What follows belongs to an exercise in optimizing a design on an open flow for small area, a short achievable clock period and few clock cycles per item; a production flow would make more cautious choices.
In this exercise RTL edits were held to simulation tests only and were not proved equivalent to the original.

the baseline:
// segment_intersection_test
module segment_intersection_test #(
   parameter int COORD_BITS = sit_pkg::COORD_BITS_DEF
) (
   input  logic                         clock,
   input  logic                         reset,
   input  logic                         req_valid,
   output logic                         req_ready,
   input  logic signed [COORD_BITS-1:0] req_a_start_x,
   input  logic signed [COORD_BITS-1:0] req_a_start_y,
   input  logic signed [COORD_BITS-1:0] req_a_end_x,
   input  logic signed [COORD_BITS-1:0] req_a_end_y,
   input  logic signed [COORD_BITS-1:0] req_b_start_x,
   input  logic signed [COORD_BITS-1:0] req_b_start_y,
   input  logic signed [COORD_BITS-1:0] req_b_end_x,
   input  logic signed [COORD_BITS-1:0] req_b_end_y,
   output logic                         rsp_valid,
   input  logic                         rsp_ready,
   output logic                         rsp_hit,
   output logic [1:0]                   rsp_hit_kind
);
clock: 8.0 ns
lec_check: 0
cap_margin: 20
core_margin: 2
core_utilization: 50
place_density: 0.5
setup_slack_margin: 4.85
slew_margin: 20
synth_hierarchical: 1
run.sh (not shown) runs the stock make flow with config.mk's settings and CLKGATE_MAP_FILE= SYNTH_SCRIPT=/design/flow/synth_recipe.tcl, a recipe that flattens the netlist after the stock synthesis.
Per the final summary, the baseline finished and its layout is clean on timing, DRC and antenna.
Testbench counts of the baseline, summed over its fixed seeds: cycles 16,048, items 16,000.
Setup changes, the baseline to the candidate
--- a/flow/config.mk
+++ b/flow/config.mk
@@ -11,2 +11 @@
-export PLACE_DENSITY = 0.5
-export SETUP_SLACK_MARGIN = 4.85
+export SETUP_SLACK_MARGIN = 4.4
### Flow results
The candidate ended with less depth of the worst register-to-register path than the baseline.
On total non-filler cell area in the finished layout: between the baseline and the candidate, it ends up lower for the candidate.
In the tables for the baseline and the candidate, global routing usage on met1 reads higher with the baseline.
[compare] base=the baseline new=the candidate: final critical-path required period shows an increase of 0.12 ns; overall routed net length went down about 9%; number of instances resized during post-cts repair -about 90%.

========
segment_intersection_test again, from the RTL that the note above started with.
==> flow/config.mk <==
export PLATFORM = sky130hd
export DESIGN_NAME = segment_intersection_test
export DESIGN_NICKNAME = segment_intersection_test
export VERILOG_FILES = /design/flow/design.v
export SDC_FILE = /design/flow/constraint.sdc
export NUM_CORES = 4
export LEC_CHECK = 0
export CAP_MARGIN = 20
export CORE_MARGIN = 2
export CORE_UTILIZATION = 50
export SETUP_SLACK_MARGIN = 4.7
export SLEW_MARGIN = 20
export SYNTH_HIERARCHICAL = 1
==> flow/constraint.sdc <==
create_clock -name core_clock -period 8.0 [get_ports {clock}]
set_input_delay 1.6000 -clock core_clock [delete_from_list [all_inputs] [get_ports {clock}]]
set_output_delay 1.6000 -clock core_clock [all_outputs]
set_load 0.01 [all_outputs]
The first run produced a clean layout.
Testbench counts at the start, summed over its fixed seeds: cycles 16,048, items 16,000.
Edit:
--- a/flow/config.mk
+++ b/flow/config.mk
@@ -9,4 +9,5 @@
 export CORE_MARGIN = 2
 export CORE_UTILIZATION = 50
+export PLACE_DENSITY = 0.42
 export SETUP_SLACK_MARGIN = 4.7
 export SLEW_MARGIN = 20
Result: The changed run produced a clean layout. Routed wire length climbs by 0.49%. Cell count barely changes. Final area hardly moves. Fmax climbs by 0.50%. Non-clock buffer count climbs by 12. Utilization hardly moves. Setup slack gains 0.017 ns. Via count drops by 0.47%.
Edit:
--- a/flow/config.mk
+++ b/flow/config.mk
@@ -9,6 +9,6 @@
 export CORE_MARGIN = 2
 export CORE_UTILIZATION = 50
-export PLACE_DENSITY = 0.42
-export SETUP_SLACK_MARGIN = 4.7
+export PLACE_DENSITY = 0.5
+export SETUP_SLACK_MARGIN = 4.6
 export SLEW_MARGIN = 20
 export SYNTH_HIERARCHICAL = 1
The new run went through all stages and came out clean.
Die area is unchanged.
Wire length shrinks by 3.7%.
Synthesized area stays the same.
Global-route usage decreases by 0.78 points.

========
## run a
segment_intersection_test again, from the RTL that the note above started with.
clock: 8.0 ns
lec_check: 0
cap_margin: 20
core_margin: 2
core_utilization: 50
place_density: 0.75
setup_slack_margin: 4.7
slew_margin: 20
synth_hierarchical: 1
Testbench counts of run a, summed over its fixed seeds: cycles 16,048, items 16,000.
> inputs changed (run a -> run b)
diff --git a/flow/config.mk b/flow/config.mk
--- a/flow/config.mk
+++ b/flow/config.mk
@@ -9,5 +9,6 @@
 export CORE_MARGIN = 2
 export CORE_UTILIZATION = 50
-export PLACE_DENSITY = 0.75
+export GPL_ROUTABILITY_DRIVEN = 0
+export PLACE_DENSITY = 0.5
 export SETUP_SLACK_MARGIN = 4.7
 export SLEW_MARGIN = 20
## What came out
Run b and run a ended up with nearly the same layout overhead on the synthesized area. When run b is set beside run a, its setup slack turns out to be 0.040 ns larger. Met2 demand-to-capacity share in global routing: run b vs run a, no meaningful difference. Compared with run a, run b shows final routed wirelength across all metal layers that has gone up by a few percent. Between run b and run a, the utilization after layout figures differ only marginally.

========
segment_intersection_test again, from the RTL that the note above started with.
## segment_intersection_test
module segment_intersection_test #(
   parameter int COORD_BITS = sit_pkg::COORD_BITS_DEF
) (
   input  logic                         clock,
   input  logic                         reset,
   input  logic                         req_valid,
   output logic                         req_ready,
   input  logic signed [COORD_BITS-1:0] req_a_start_x,
   input  logic signed [COORD_BITS-1:0] req_a_start_y,
   input  logic signed [COORD_BITS-1:0] req_a_end_x,
   input  logic signed [COORD_BITS-1:0] req_a_end_y,
   input  logic signed [COORD_BITS-1:0] req_b_start_x,
   input  logic signed [COORD_BITS-1:0] req_b_start_y,
   input  logic signed [COORD_BITS-1:0] req_b_end_x,
   input  logic signed [COORD_BITS-1:0] req_b_end_y,
   output logic                         rsp_valid,
   input  logic                         rsp_ready,
   output logic                         rsp_hit,
   output logic [1:0]                   rsp_hit_kind
);
  ...
Settings: LEC_CHECK=0, CAP_MARGIN=10, CORE_MARGIN=2, CORE_UTILIZATION=50, SETUP_SLACK_MARGIN=4.7, SLEW_MARGIN=10, SYNTH_HIERARCHICAL=1; clock period 8.0 ns.
The first run ran to the end with no violations.
Testbench counts at the start, summed over its fixed seeds: cycles 16,048, items 16,000.
Next try:
Settings changed: CAP_MARGIN 10 to 20, PLACE_DENSITY from default to 0.5, SLEW_MARGIN 10 to 20.
The new run completed without violations; design area hardly moves; flip-flop and latch count does not change; non-clock buffer count increases by 12; synthesized cell count is unchanged; first-iteration DRC count decreases by 4.9%; routed wire length increases by 0.49%.
Next try:
Settings changed: CORE_UTILIZATION 50 to 60, CTS_BUF_LIST from default to sky130_fd_sc_hd__clkbuf_4 sky130_fd_sc_hd__clkbuf_8, CTS_CLUSTER_SIZE from default to 30, PLACE_DENSITY 0.5 to default.
Outcome: Synthesized cell count stays the same; core utilization grows by 11 points; area after synthesis is unchanged; clock-buffer cell count grows by 87; non-clock buffer count shrinks by 34.

==> separate check: timing with driven ports <==
The results above use ideal ports. As a check the final layouts listed here were re-extracted and re-timed, cells and wires unchanged. Step 1, drivers: a clkbuf_16 drives clock and a buf_2 each remaining input, both assumed. Step 2 times the ports against the registers' clock, not the clock port: input delays grow and output delays shrink by t, the midpoint of the rising clock arrivals with the driver on. Three values: ideal, step 1, step 2; two values: the first two.
run | shift t [ns] | setup WS [ns] | worst setup path at the end
the baseline | 0.795 | 4.541 / 4.541 / 4.158 | input to register
the candidate | 0.777 | 4.423 / 4.423 / 3.738 | input to register
the first run of note 2 | 0.769 | 4.587 / 4.587 / 4.065 | input to register
the second run of note 2 | 0.786 | 4.604 / 4.604 / 3.986 | input to register
the third run of note 2 | 0.792 | 4.541 / 4.541 / 3.911 | input to register
run a | 0.799 | 4.494 / 4.494 / 3.992 | input to register
run b | 0.795 | 4.533 / 4.533 / 3.976 | input to register
the first run of note 4 | 0.769 | 4.587 / 4.587 / 4.065 | input to register
the second run of note 4 | 0.786 | 4.604 / 4.604 / 3.986 | input to register
the third run of note 4 | 0.899 | 4.463 / 4.463 / 3.913 | input to register
After both steps every run listed still meets setup and hold. For the candidate, which loses most, drivers alone change the setup slack by 0.000 ns; drivers and shift together by -0.685 ns.
